From an optimization exercise on the open Yosys and OpenROAD flow, aimed at small area, a short achievable clock period and few clock cycles per item; shortcuts taken in it are not production practice.
In this exercise RTL edits were held to simulation tests only and were not proved equivalent to the original.

**design/flow/config.mk**
```make
export PLATFORM = sky130hd
export DESIGN_NAME = roce_pkt_gen_top
export DESIGN_NICKNAME = roce_pkt_gen_top
export VERILOG_FILES = /design/flow/design.v
export SDC_FILE = /design/flow/constraint.sdc
export NUM_CORES = 4
export LEC_CHECK = 0
export CAP_MARGIN = 20
export CORE_AREA = 10 10 450 450
export DIE_AREA = 0 0 460 460
export SLEW_MARGIN = 20
```
**design/flow/constraint.sdc**
```tcl
create_clock -name core_clock -period 10.0 [get_ports {core_clk}]
set_input_delay 2.0000 -clock core_clock [delete_from_list [all_inputs] [get_ports {core_clk}]]
set_output_delay 2.0000 -clock core_clock [all_outputs]
set_load 0.01 [all_outputs]
```
**design/flow/run.sh**
```bash
#!/bin/bash
# synth_recipe.tcl (not shown) runs the flow's synth.tcl, then flattens the netlist and writes it again
# the make line also repeats each setting of config.mk as NAME=value (left out here)
make -C /OpenROAD-flow-scripts/flow DESIGN_CONFIG=/design/flow/config.mk WORK_HOME=/design/flow/orfs CLKGATE_MAP_FILE= SYNTH_SCRIPT=/design/flow/synth_recipe.tcl finish
```
**design/flow/design.v**
```verilog
package gen_ctrl_pkg;
  typedef struct packed {
    logic [47:0] dst_mac;
    logic [31:0] dst_ip;
    logic [23:0] base_psn;
  } qp_ctx_t;
  typedef enum logic [2:0] {
    IDLE,
    SEND,
    READ,
    WRITE,
    DONE
  } gen_phase_e;
endpackage
package roce_hdr_pkg;
  typedef enum logic [7:0] {
    SEND      = 8'h04,
    READ_RESP = 8'h10,
    ACK       = 8'h11
  } frame_kind_e;
  typedef struct packed {
    logic [47:0] dst_mac;
    logic [47:0] src_mac;
    logic [15:0] ethertype;
  } eth_hdr_t;
  typedef struct packed {
    logic [7:0]  ver_ihl;
    logic [7:0]  tos;
    logic [15:0] total_len;
    logic [15:0] ident;
    logic [15:0] flags_frag;
    logic [7:0]  ttl;
    logic [7:0]  protocol;
    logic [15:0] checksum;
    logic [31:0] src_ip;
    logic [31:0] dst_ip;
  } ipv4_hdr_t;
  typedef struct packed {
    logic [15:0] src_port;
    logic [15:0] dst_port;
    logic [15:0] length;
    logic [15:0] checksum;
  } udp_hdr_t;
  typedef struct packed {
    logic [7:0]  opcode;
    logic [7:0]  flags;
    logic [15:0] pkey;
    logic [7:0]  rsvd0;
    logic [23:0] dst_qp;
    logic [7:0]  rsvd1;
    logic [23:0] psn;
  } bth_t;
  typedef struct packed {
    eth_hdr_t    eth;
    ipv4_hdr_t   ipv4;
    udp_hdr_t    udp;
    bth_t        bth;
    logic [31:0] aeth;
  } roce_hdr_t;
endpackage
module qp_context_table (
  input  logic                  core_clk,
  input  logic                  core_aresetn,
  input  logic                  we_i,
  input  logic [2-1:0]  wr_idx_i,
  input  gen_ctrl_pkg::qp_ctx_t wr_ctx_i,
  input  logic [2-1:0]  rd_idx_i,
  output gen_ctrl_pkg::qp_ctx_t rd_ctx_o
);
  localparam int CTX_W = 104;   
  logic [4*CTX_W-1:0] ctx_q;
  for (genvar i = 0; i < 4; i++) begin : g_entry
    always_ff @(posedge core_clk or negedge core_aresetn) begin
      if (!core_aresetn) begin
        ctx_q[i*CTX_W +: CTX_W] <= '0;
      end else if (we_i && (wr_idx_i == 2'(i))) begin
        ctx_q[i*CTX_W +: CTX_W] <= wr_ctx_i;
      end
    end
  end
  assign rd_ctx_o = ctx_q[rd_idx_i*CTX_W +: CTX_W];
endmodule
module pkt_sequencer (
  input  logic                 core_clk,
  input  logic                 core_aresetn,
  input  logic                 start_i,
  input  logic [512-1:0]   wqe_tdata_i,
  input  logic                 wqe_tvalid_i,
  output logic                 req_o,
  output roce_hdr_pkg::frame_kind_e req_kind_o,
  output logic [23:0]          req_qp_o,
  output logic [23:0]          req_psn_o,
  output logic [7:0]           req_seq_o,
  input  logic                 frame_done_i,
  input  logic [23:0]          rd_base_psn_i,
  output logic [2-1:0] rd_idx_o,
  output logic                 post_rd_wqe_o,
  output logic                 post_wr_wqe_o,
  output logic                 send_done_o,
  output logic                 read_done_o,
  output logic                 write_done_o
);
  typedef enum logic [1:0] {
    STEP_NEXT,
    STEP_WQE,
    STEP_REQ,
    STEP_BUSY
  } step_e;
  localparam logic [7:0] SEND_CNT  = 8;
  localparam logic [7:0] READ_CNT  = 8;
  localparam logic [7:0] WRITE_CNT = 8;
  gen_ctrl_pkg::gen_phase_e phase_q;
  step_e                    step_q;
  logic [7:0]               cnt_q;
  logic [7:0]               phase_cnt;
  logic [23:0]              qp_q;
  logic [23:0]              psn_q;
  always_comb begin
    case (phase_q)
      gen_ctrl_pkg::SEND: phase_cnt = SEND_CNT;
      gen_ctrl_pkg::READ: phase_cnt = READ_CNT;
      default:            phase_cnt = WRITE_CNT;
    endcase
  end
  always_ff @(posedge core_clk or negedge core_aresetn) begin
    if (!core_aresetn) begin
      phase_q       <= gen_ctrl_pkg::IDLE;
      step_q        <= STEP_NEXT;
      cnt_q         <= '0;
      post_rd_wqe_o <= 1'b0;
      post_wr_wqe_o <= 1'b0;
      send_done_o   <= 1'b0;
      read_done_o   <= 1'b0;
      write_done_o  <= 1'b0;
    end else begin
      post_rd_wqe_o <= 1'b0;
      post_wr_wqe_o <= 1'b0;
      case (step_q)
        STEP_NEXT: begin
          if (phase_q == gen_ctrl_pkg::IDLE) begin
            if (start_i) begin
              phase_q <= gen_ctrl_pkg::SEND;
            end
          end else if (phase_q != gen_ctrl_pkg::DONE) begin
            if (cnt_q == phase_cnt) begin
              cnt_q <= '0;
              case (phase_q)
                gen_ctrl_pkg::SEND: begin
                  phase_q     <= gen_ctrl_pkg::READ;
                  send_done_o <= 1'b1;
                end
                gen_ctrl_pkg::READ: begin
                  phase_q     <= gen_ctrl_pkg::WRITE;
                  read_done_o <= 1'b1;
                end
                default: begin
                  phase_q      <= gen_ctrl_pkg::DONE;
                  write_done_o <= 1'b1;
                end
              endcase
            end else if (phase_q == gen_ctrl_pkg::SEND) begin
              step_q <= STEP_REQ;
            end else begin
              post_rd_wqe_o <= (phase_q == gen_ctrl_pkg::READ);
              post_wr_wqe_o <= (phase_q == gen_ctrl_pkg::WRITE);
              step_q        <= STEP_WQE;
            end
          end
        end
        STEP_WQE: begin
          if (wqe_tvalid_i) begin
            step_q <= STEP_REQ;
          end
        end
        STEP_REQ: step_q <= STEP_BUSY;
        default: begin
          if (frame_done_i) begin
            cnt_q  <= cnt_q + 8'd1;
            step_q <= STEP_NEXT;
          end
        end
      endcase
    end
  end
  always_ff @(posedge core_clk) begin
    if (step_q == STEP_NEXT) begin
      qp_q <= 24'(cnt_q[2-1:0]);
    end else if (step_q == STEP_WQE && wqe_tvalid_i) begin
      qp_q  <= {wqe_tdata_i[47*8 +: 8],
                wqe_tdata_i[(47+1)*8 +: 8],
                wqe_tdata_i[(47+2)*8 +: 8]};
      psn_q <= {wqe_tdata_i[51*8 +: 8],
                wqe_tdata_i[(51+1)*8 +: 8],
                wqe_tdata_i[(51+2)*8 +: 8]};
    end
  end
  always_comb begin
    case (phase_q)
      gen_ctrl_pkg::SEND: req_kind_o = roce_hdr_pkg::SEND;
      gen_ctrl_pkg::READ: req_kind_o = roce_hdr_pkg::READ_RESP;
      default:            req_kind_o = roce_hdr_pkg::ACK;
    endcase
  end
  assign req_o    = (step_q == STEP_REQ);
  assign req_qp_o = qp_q;
  assign req_seq_o = cnt_q;
  assign req_psn_o = (phase_q == gen_ctrl_pkg::SEND) ? rd_base_psn_i + 24'(cnt_q) : psn_q;
  assign rd_idx_o = qp_q[2-1:0];
endmodule
module roce_hdr_builder (
  input  logic                  core_clk,
  input  logic                  core_aresetn,
  input  logic                  req_i,
  input  roce_hdr_pkg::frame_kind_e req_kind_i,
  input  logic [23:0]           req_qp_i,
  input  logic [23:0]           req_psn_i,
  input  logic [7:0]            req_seq_i,
  input  logic [47:0]           src_mac_i,
  input  logic [31:0]           src_ip_i,
  input  gen_ctrl_pkg::qp_ctx_t ctx_i,
  output logic                  frame_valid_o,
  output logic [58*8-1:0] frame_hdr_o,
  output logic [6-1:0] frame_hdr_len_o,
  output logic [9-1:0] frame_pay_len_o,
  output logic [7:0]            frame_pay_byte_o,
  output logic [9-1:0] frame_frame_len_o
);
  localparam int LW = 9;
  localparam logic [6-1:0] SEND_HDR_LEN = 54;
  localparam logic [6-1:0] AETH_HDR_LEN = 58;
  localparam logic [LW-1:0]         SEND_PAY_LEN = 80;
  localparam logic [LW-1:0]         READ_PAY_LEN = 256;
  localparam logic [LW-1:0]         ICRC_LEN     = 4;
  roce_hdr_pkg::roce_hdr_t          hdr;
  logic [58*8-1:0]     hdr_swap;
  logic [6-1:0]            hdr_len;
  logic [LW-1:0]                    pay_len;
  logic [LW-1:0]                    icrc_len;
  logic [7:0]                       pay_byte;
  logic [15:0]                      ip_len;
  function automatic logic [15:0] ip_csum(input roce_hdr_pkg::ipv4_hdr_t ip);
    logic [159:0] words;
    logic [19:0]  sum;
    words = ip;
    sum   = '0;
    for (int i = 0; i < 10; i++) begin
      sum = sum + 20'(words[i*16 +: 16]);
    end
    sum = 20'(sum[15:0]) + 20'(sum[19:16]);
    sum = 20'(sum[15:0]) + 20'(sum[19:16]);
    ip_csum = ~sum[15:0];
  endfunction
  always_comb begin
    case (req_kind_i)
      roce_hdr_pkg::SEND: begin
        hdr_len  = SEND_HDR_LEN;
        pay_len  = SEND_PAY_LEN;
        icrc_len = '0;
        pay_byte = req_seq_i + 8'd1;
      end
      roce_hdr_pkg::READ_RESP: begin
        hdr_len  = AETH_HDR_LEN;
        pay_len  = READ_PAY_LEN;
        icrc_len = ICRC_LEN;
        pay_byte = {4'h1, req_seq_i[3:0] + 4'h1};
      end
      default: begin
        hdr_len  = AETH_HDR_LEN;
        pay_len  = '0;
        icrc_len = '0;
        pay_byte = 8'h00;
      end
    endcase
    ip_len = 16'(hdr_len) + 16'(pay_len) + 16'(4) - 16'(14);
    hdr.eth  = {ctx_i.dst_mac, src_mac_i, 16'h0800};
    hdr.ipv4 = {8'h45, 8'hb8, ip_len, 16'h5555, 16'h4000, 8'hba, 8'h11, 16'h0000,
                src_ip_i, ctx_i.dst_ip};
    hdr.ipv4.checksum = ip_csum(hdr.ipv4);
    hdr.udp  = {16'h6851, 16'h12b7, 16'(ip_len - 16'(20)), 16'h0000};
    hdr.bth  = {8'(req_kind_i), 8'h30, 16'h666f, 8'h05, req_qp_i, 8'h00, req_psn_i};
    hdr.aeth = 32'h0000_0000;
  end
  for (genvar b = 0; b < 58; b++) begin : g_swap
    assign hdr_swap[b*8 +: 8] = hdr[(58-1-b)*8 +: 8];
  end
  always_ff @(posedge core_clk or negedge core_aresetn) begin
    if (!core_aresetn) begin
      frame_valid_o<= 1'b0;
    end else begin
      frame_valid_o<= req_i;
    end
  end
  always_ff @(posedge core_clk) begin
    if (req_i) begin
      frame_hdr_o     <= hdr_swap;
      frame_hdr_len_o <= hdr_len;
      frame_pay_len_o <= pay_len;
      frame_pay_byte_o<= pay_byte;
      frame_frame_len_o<= LW'(hdr_len) + pay_len + icrc_len;
    end
  end
endmodule
module beat_serializer (
  input  logic                    core_clk,
  input  logic                    core_aresetn,
  input  logic                    frame_valid_i,
  input  logic [58*8-1:0] frame_hdr_i,
  input  logic [6-1:0]   frame_hdr_len_i,
  input  logic [9-1:0] frame_pay_len_i,
  input  logic [7:0]              frame_pay_byte_i,
  input  logic [9-1:0] frame_frame_len_i,
  output logic                    frame_done_o,
  input  logic                    tx_tready_i,
  output logic [512-1:0]      tx_tdata_o,
  output logic [64-1:0]  tx_tkeep_o,
  output logic                    tx_tvalid_o,
  output logic                    tx_tlast_o
);
  localparam logic [9-1:0] BEAT_LEN = 64;
  logic [3-1:0]         beat_q;
  logic [9-1:0]        rem_q;
  logic [58*8-1:0]   hdr_q;
  logic [6-1:0]          hdr_len_q;
  logic [9-1:0]        pay_end_q;
  logic [7:0]                     pay_byte_q;
  logic                           accept;
  assign accept     = tx_tvalid_o & tx_tready_i;
  assign tx_tlast_o = tx_tvalid_o & (rem_q <= BEAT_LEN);
  assign frame_done_o = accept & tx_tlast_o;
  always_ff @(posedge core_clk or negedge core_aresetn) begin
    if (!core_aresetn) begin
      tx_tvalid_o <= 1'b0;
      beat_q      <= '0;
      rem_q       <= '0;
    end else if (frame_valid_i) begin
      tx_tvalid_o <= 1'b1;
      beat_q      <= '0;
      rem_q       <= frame_frame_len_i;
    end else if (accept) begin
      tx_tvalid_o <= ~tx_tlast_o;
      beat_q      <= beat_q + 1'b1;
      rem_q       <= rem_q - BEAT_LEN;
    end
  end
  always_ff @(posedge core_clk) begin
    if (frame_valid_i) begin
      hdr_q      <= frame_hdr_i;
      hdr_len_q  <= frame_hdr_len_i;
      pay_end_q  <= 9'(frame_hdr_len_i) + frame_pay_len_i;
      pay_byte_q <= frame_pay_byte_i;
    end
  end
  for (genvar j = 0; j < 64; j++) begin : g_lane
    logic [9-1:0] pos;
    logic [7:0]              hdr_byte;
    assign pos = {beat_q, 6'(j)};
    if (j < 58) begin : g_hdr
      assign hdr_byte = hdr_q[j*8 +: 8];
    end else begin : g_no_hdr
      assign hdr_byte = 8'h00;
    end
    assign tx_tdata_o[j*8 +: 8] = (pos < 9'(hdr_len_q)) ? hdr_byte :
                                  (pos < pay_end_q)                ? pay_byte_q : 8'h00;
  end
  assign tx_tkeep_o = tx_tlast_o ? ~({64{1'b1}} << rem_q) : {64{1'b1}};
endmodule
module roce_pkt_gen_top (
  input  logic                    core_clk,
  input  logic                    core_aresetn,
  input  logic                    start_i,
  input  logic [47:0]             src_mac_i,
  input  logic [31:0]             src_ip_i,
  input  logic                    cfg_we_i,
  input  logic [2-1:0]    cfg_qp_i,
  input  logic [47:0]             cfg_mac_i,
  input  logic [31:0]             cfg_ip_i,
  input  logic [23:0]             cfg_psn_i,
  input  logic [512-1:0]      wqe_tdata_i,
  input  logic                    wqe_tvalid_i,
  input  logic                    tx_tready_i,
  output logic [512-1:0]      tx_tdata_o,
  output logic [64-1:0]  tx_tkeep_o,
  output logic                    tx_tvalid_o,
  output logic                    tx_tlast_o,
  output logic                    post_rd_wqe_o,
  output logic                    post_wr_wqe_o,
  output logic                    send_done_o,
  output logic                    read_done_o,
  output logic                    write_done_o
);
  logic                             hdr_req;
  roce_hdr_pkg::frame_kind_e        hdr_kind;
  logic [23:0]                      hdr_qp;
  logic [23:0]                      hdr_psn;
  logic [7:0]                       hdr_seq;
  logic                             frame_valid;
  logic [58*8-1:0]     frame_hdr;
  logic [6-1:0]            frame_hdr_len;
  logic [9-1:0]          frame_pay_len;
  logic [7:0]                       frame_pay_byte;
  logic [9-1:0]          frame_frame_len;
  logic                             frame_done;
  gen_ctrl_pkg::qp_ctx_t  cfg_ctx;
  gen_ctrl_pkg::qp_ctx_t  rd_ctx;
  logic [2-1:0]   rd_idx;
  assign cfg_ctx = {cfg_mac_i, cfg_ip_i, cfg_psn_i};
  qp_context_table i_qp_context_table (
    .core_clk     (core_clk),
    .core_aresetn (core_aresetn),
    .we_i         (cfg_we_i),
    .wr_idx_i     (cfg_qp_i),
    .wr_ctx_i     (cfg_ctx),
    .rd_idx_i     (rd_idx),
    .rd_ctx_o     (rd_ctx)
  );
  pkt_sequencer i_pkt_sequencer (
    .core_clk      (core_clk),
    .core_aresetn  (core_aresetn),
    .start_i       (start_i),
    .wqe_tdata_i   (wqe_tdata_i),
    .wqe_tvalid_i  (wqe_tvalid_i),
    .req_o         (hdr_req),
    .req_kind_o    (hdr_kind),
    .req_qp_o      (hdr_qp),
    .req_psn_o     (hdr_psn),
    .req_seq_o     (hdr_seq),
    .frame_done_i  (frame_done),
    .rd_base_psn_i (rd_ctx.base_psn),
    .rd_idx_o      (rd_idx),
    .post_rd_wqe_o (post_rd_wqe_o),
    .post_wr_wqe_o (post_wr_wqe_o),
    .send_done_o   (send_done_o),
    .read_done_o   (read_done_o),
    .write_done_o  (write_done_o)
  );
  roce_hdr_builder i_roce_hdr_builder (
    .core_clk     (core_clk),
    .core_aresetn (core_aresetn),
    .req_i        (hdr_req),
    .req_kind_i   (hdr_kind),
    .req_qp_i     (hdr_qp),
    .req_psn_i    (hdr_psn),
    .req_seq_i    (hdr_seq),
    .src_mac_i    (src_mac_i),
    .src_ip_i     (src_ip_i),
    .ctx_i        (rd_ctx),
    .frame_valid_o     (frame_valid),
    .frame_hdr_o       (frame_hdr),
    .frame_hdr_len_o   (frame_hdr_len),
    .frame_pay_len_o   (frame_pay_len),
    .frame_pay_byte_o  (frame_pay_byte),
    .frame_frame_len_o (frame_frame_len)
  );
  beat_serializer i_beat_serializer (
    .core_clk     (core_clk),
    .core_aresetn (core_aresetn),
    .frame_valid_i     (frame_valid),
    .frame_hdr_i       (frame_hdr),
    .frame_hdr_len_i   (frame_hdr_len),
    .frame_pay_len_i   (frame_pay_len),
    .frame_pay_byte_i  (frame_pay_byte),
    .frame_frame_len_i (frame_frame_len),
    .frame_done_o      (frame_done),
    .tx_tready_i  (tx_tready_i),
    .tx_tdata_o   (tx_tdata_o),
    .tx_tkeep_o   (tx_tkeep_o),
    .tx_tvalid_o  (tx_tvalid_o),
    .tx_tlast_o   (tx_tlast_o)
  );
endmodule
```
==> summary.txt <==
## kinds of logic (layout without fill, tap and decap cells)
family                     count (synthesis)  count (layout)  share of synthesized area, %
DFF                                      991             991                          61.6
and+or+nand+nor                          698             698                          7.28
muxes                                    528             528                          16.0
buffers and inverters                    421            1289                          4.82
AOI/OAI and AO/OA                        318             318                          5.07
adders and majority gates                114             114                          3.77
xor gates and xnor gates                  70              70                          1.42
other                                      2              33                        0.0169
## state kept, by name, summed over array words and instances, names as in the netlist, 2 cells and up
signal / flops
i_roce_hdr_builder.frame_hdr_o: 239
i_pkt_sequencer.qp_q: 24
i_beat_serializer.pay_byte_q: 8
i_qp_context_table.ctx_q: 416
i_beat_serializer.rem_q: 6
i_pkt_sequencer.psn_q: 24
i_beat_serializer.hdr_q: 239
i_beat_serializer.beat_q: 3
i_roce_hdr_builder.frame_pay_byte_o: 8
i_pkt_sequencer.cnt_q: 8
i_pkt_sequencer.phase_q: 3
i_pkt_sequencer.step_q: 2
## Yosys cell counts, types with 6 or more instances
library cell / count / area share [%]
a211oi_1: 6 / 0.10
a21o_1: 113 / 1.9
a21oi_1: 45 / 0.51
a22o_1: 38 / 0.75
and2_1: 18 / 0.25
and3_1: 63 / 0.89
buf_1: 25 / 0.21
buf_4: 147 / 2.5
clkbuf_1: 128 / 1.1
dfrtp_1: 445 / 25
dfxtp_1: 22 / 0.99
edfxtp_1: 524 / 35
fa_1: 33 / 1.5
ha_1: 80 / 2.3
inv_1: 117 / 0.99
mux2_2: 423 / 11
mux4_2: 104 / 5.3
nand2_1: 406 / 3.4
nand2b_1: 9 / 0.13
nand3_1: 31 / 0.35
nor2_1: 56 / 0.47
nor2b_1: 8 / 0.11
nor3_1: 18 / 0.20
nor4_1: 7 / 0.099
o21a_1: 7 / 0.12
o21ai_0: 56 / 0.63
o21bai_1: 6 / 0.10
or2_2: 46 / 0.65
or3_1: 8 / 0.11
xnor2_1: 46 / 0.91
xor2_1: 22 / 0.43
## area by class of cell
cell class	instances	share of cell area [%]
clock inverters	56	1.21
repair buffers	956	15.7
diodes	16	0.0673
inverters	117	0.738
clock buffers	160	5.67
well taps	2526	5.31
flip-flops and latches	991	45.9
multi-input cells	1745	25.4
## per-stage QoR
step | cell area (um2) | utilization, % | hold WS [ns] | instances
3_3_place_gp | 55200 | 28.7 | 0.400 | 6328
3_5_place_dp | 55200 | 28.7 | 0.405 | 6328
4_1_cts | 59300 | 30.8 | 0.381 | 6544
2_1_floorplan | 44400 | - | 0.400 | 3157
6_report | 59500 | 30.9 | 0.367 | 6567
5_1_grt | 59500 | 30.9 | 0.405 | 6560
## worst max-delay path by stage
stage	end	slack, ns	start
3_3_place_gp	i_roce_hdr_builder.frame_hdr_o[196]	0.04	src_ip_i[4]
5_1_grt	i_roce_hdr_builder.frame_hdr_o[196]	0.01	i_pkt_sequencer.qp_q[0]
4_1_cts	i_roce_hdr_builder.frame_hdr_o[196]	0.08	i_pkt_sequencer.qp_q[0]
2_1_floorplan	i_roce_hdr_builder.frame_hdr_o[196]	0.05	i_pkt_sequencer.qp_q[1]
3_5_place_dp	i_roce_hdr_builder.frame_hdr_o[196]	-0.03	src_ip_i[4]
6_report	i_roce_hdr_builder.frame_hdr_o[196]	0.58	i_pkt_sequencer.qp_q[0]
## layer usage
layer,global-route usage (%),routed length (um),vias up
met4,4.56,4300,28
li1,-,-,12800
met2,26.0,82700,1031
met3,3.74,12100,235
met5,0,187,-
met1,20.2,72700,15000
## what timing repair did
action / CTS / global route
buffers inserted: 0 / 6
pin swaps: 0 / 7
resized for setup: 1 / 21
endpoints found under the setup margin: 1 / 9
==> flow_summary_export.csv <==
group,metric,value,unit
drt,first_pass_iters,6,
drt,vias,29100,
timing,hold_viol,0,
synth,synth_seq_area_share,61.6,%
grt,grtUsageTotal,15.7,%
timing,tightest_slew,1.09,ns
synth,yosysWarningCount,4,
floorplan,die_w,460,um
drt,totalWireLength,172000,um
floorplan,core,0.193,mm2
drt,drt_iter0_markers,2201,
synth,syn_avg_cell_area,14.1,um2
timing,setup_viol,0,
final_layout,drive_gt1_share,23.9,%
clock_network,hold_buffers,0,
worst_hold_path,hold_start,"i_roce_hdr_builder.frame_hdr_o[94]",
synth,ys_async_sr_fraction,44.9,%
timing,max-slew-margin-rel,27.1,%
worst_setup_path,start_kind,"flip-flop",
grt,antenna_found_initial,64,
timing,finalSetupTns,0,ns
synth,ys.flop_type,"edfxtp_1",
clock_network,root_buffer,"clkbuf_16",
floorplan,start_util,23.0,%
timing,max_freq,106,MHz
run,drv_cap,0,
worst_setup_path,r2r-end,"i_roce_hdr_builder.frame_hdr_o[196]",
worst_setup_path,slowest_delay,0.57,ns
synth,netlist_area,0.0443,mm2
drt,drtAntennaViolNets,0,
synth,syn-instance-count,3142,
final_layout,multi_input_area,0.0151,mm2
worst_setup_path,cp.required,10.50,ns
drt,drc,0,
worst_setup_path,critical_path.endpoint_type,"flip-flop",
timing,final.setup.worst_slack,0.580,ns
grt,grt_pass1_wl,237000,um
clock_network,htree_levels,3,
worst_setup_path,cp_max_fo,9,
clock_network,numCtsBuffers,113,
timing,rsz0062_at_grt,"no",
final_layout,area_growth_syn_to_layout,34.2,%
floorplan,rows,161,
worst_setup_path,cpMaxStageDelayCell,"mux4_2",
worst_setup_path,reg2reg_from,"i_pkt_sequencer.qp_q[0]",
worst_setup_path,critPathArrivalTime,9.92,ns
worst_setup_path,reg2reg_depth,44,
floorplan,ios,1287,
grt,grt_max_degree,151,
clock_network,cts.sinks,991,
final_layout,final_common_cell,"clkdlybuf4s50_1",
worst_setup_path,reg2reg_slack,0.58,ns
placed_design,finalWeightedCongestion,0.848,
timing,final-max-slew-violation-count,0,
worst_setup_path,path_buf_inv,7,
placed_design,dpl.hpwl,126000,um
drt,wl_per_cell,26.2,um
timing,period_needed,9.42,ns
floorplan,die_area,0.212,mm2
drt,viasPerCell,4.42,
grt,first_global_vias,29500,
clock_network,path_clk_slew,0.06,ns
synth,ys_ff_latch,991,
clock_network,cts_tree,"done",
synth,synth-edff-count,524,
worst_setup_path,critical_path_class,"flip-flop to flip-flop",
placed_design,detailedPlace.worstSlack,-0.0257,ns
placed_design,io_buffers,822,
timing,min_period_over_period,94.2,%
worst_hold_path,hold_depth,0,
worst_hold_path,min_to,"i_beat_serializer.hdr_q[94]",
final_layout,most-common-layout-cells,"clkdlybuf4s50_1, edfxtp_1, dfrtp_1",
final_layout,seqCellArea,0.0273,mm2
final_layout,fillers,19200,
floorplan,die_y,460,um
synth,synth.distinct_cells,87,
worst_hold_path,hold_path_class,"flip-flop to flip-flop",
worst_setup_path,cp_top_family,"adder cells",
clock_network,clk_path_buf_depth,3,
timing,fin_skew,0.0763,ns
grt,grt_overflow,0,
final_layout,nNetsFinal,4741,
worst_setup_path,worst-path-stages,44,
clock_network,clock_latency,0.76,ns
outcome,status,"complete, no violations",
Testbench counts, summed over its fixed seeds: cycles 6,420, frames 768.

[separate check: timing with driven ports]
In the flow no input, the clock included, has a driving cell. The finished layout below was timed again as built, in two steps.
Step 1: set_driving_cell puts a clkbuf_16 on core_clk and a buf_2 on each other input, an assumption about the parent block.
Step 2 adds t to the input delays and takes it off the output delays; t is the mean of the earliest and latest rising clock arrival at the registers after step 1. Input paths then give back, and output paths get back, about the clock's delay inside the block.
Slacks: no drivers / after step 1 / after step 2; pairs: no drivers / after step 1.
t (ns): 0.804
setup slack, ns: 0.580 / 0.580 / 0.427
hold slack, ns: 0.367 / 0.367 / 0.367
slew at the worst register clock pin (ns): 0.07 / 0.07
After both steps setup and hold are still met in this run. For this run, drivers alone change the setup slack by 0.000 ns; drivers and shift together by -0.153 ns.
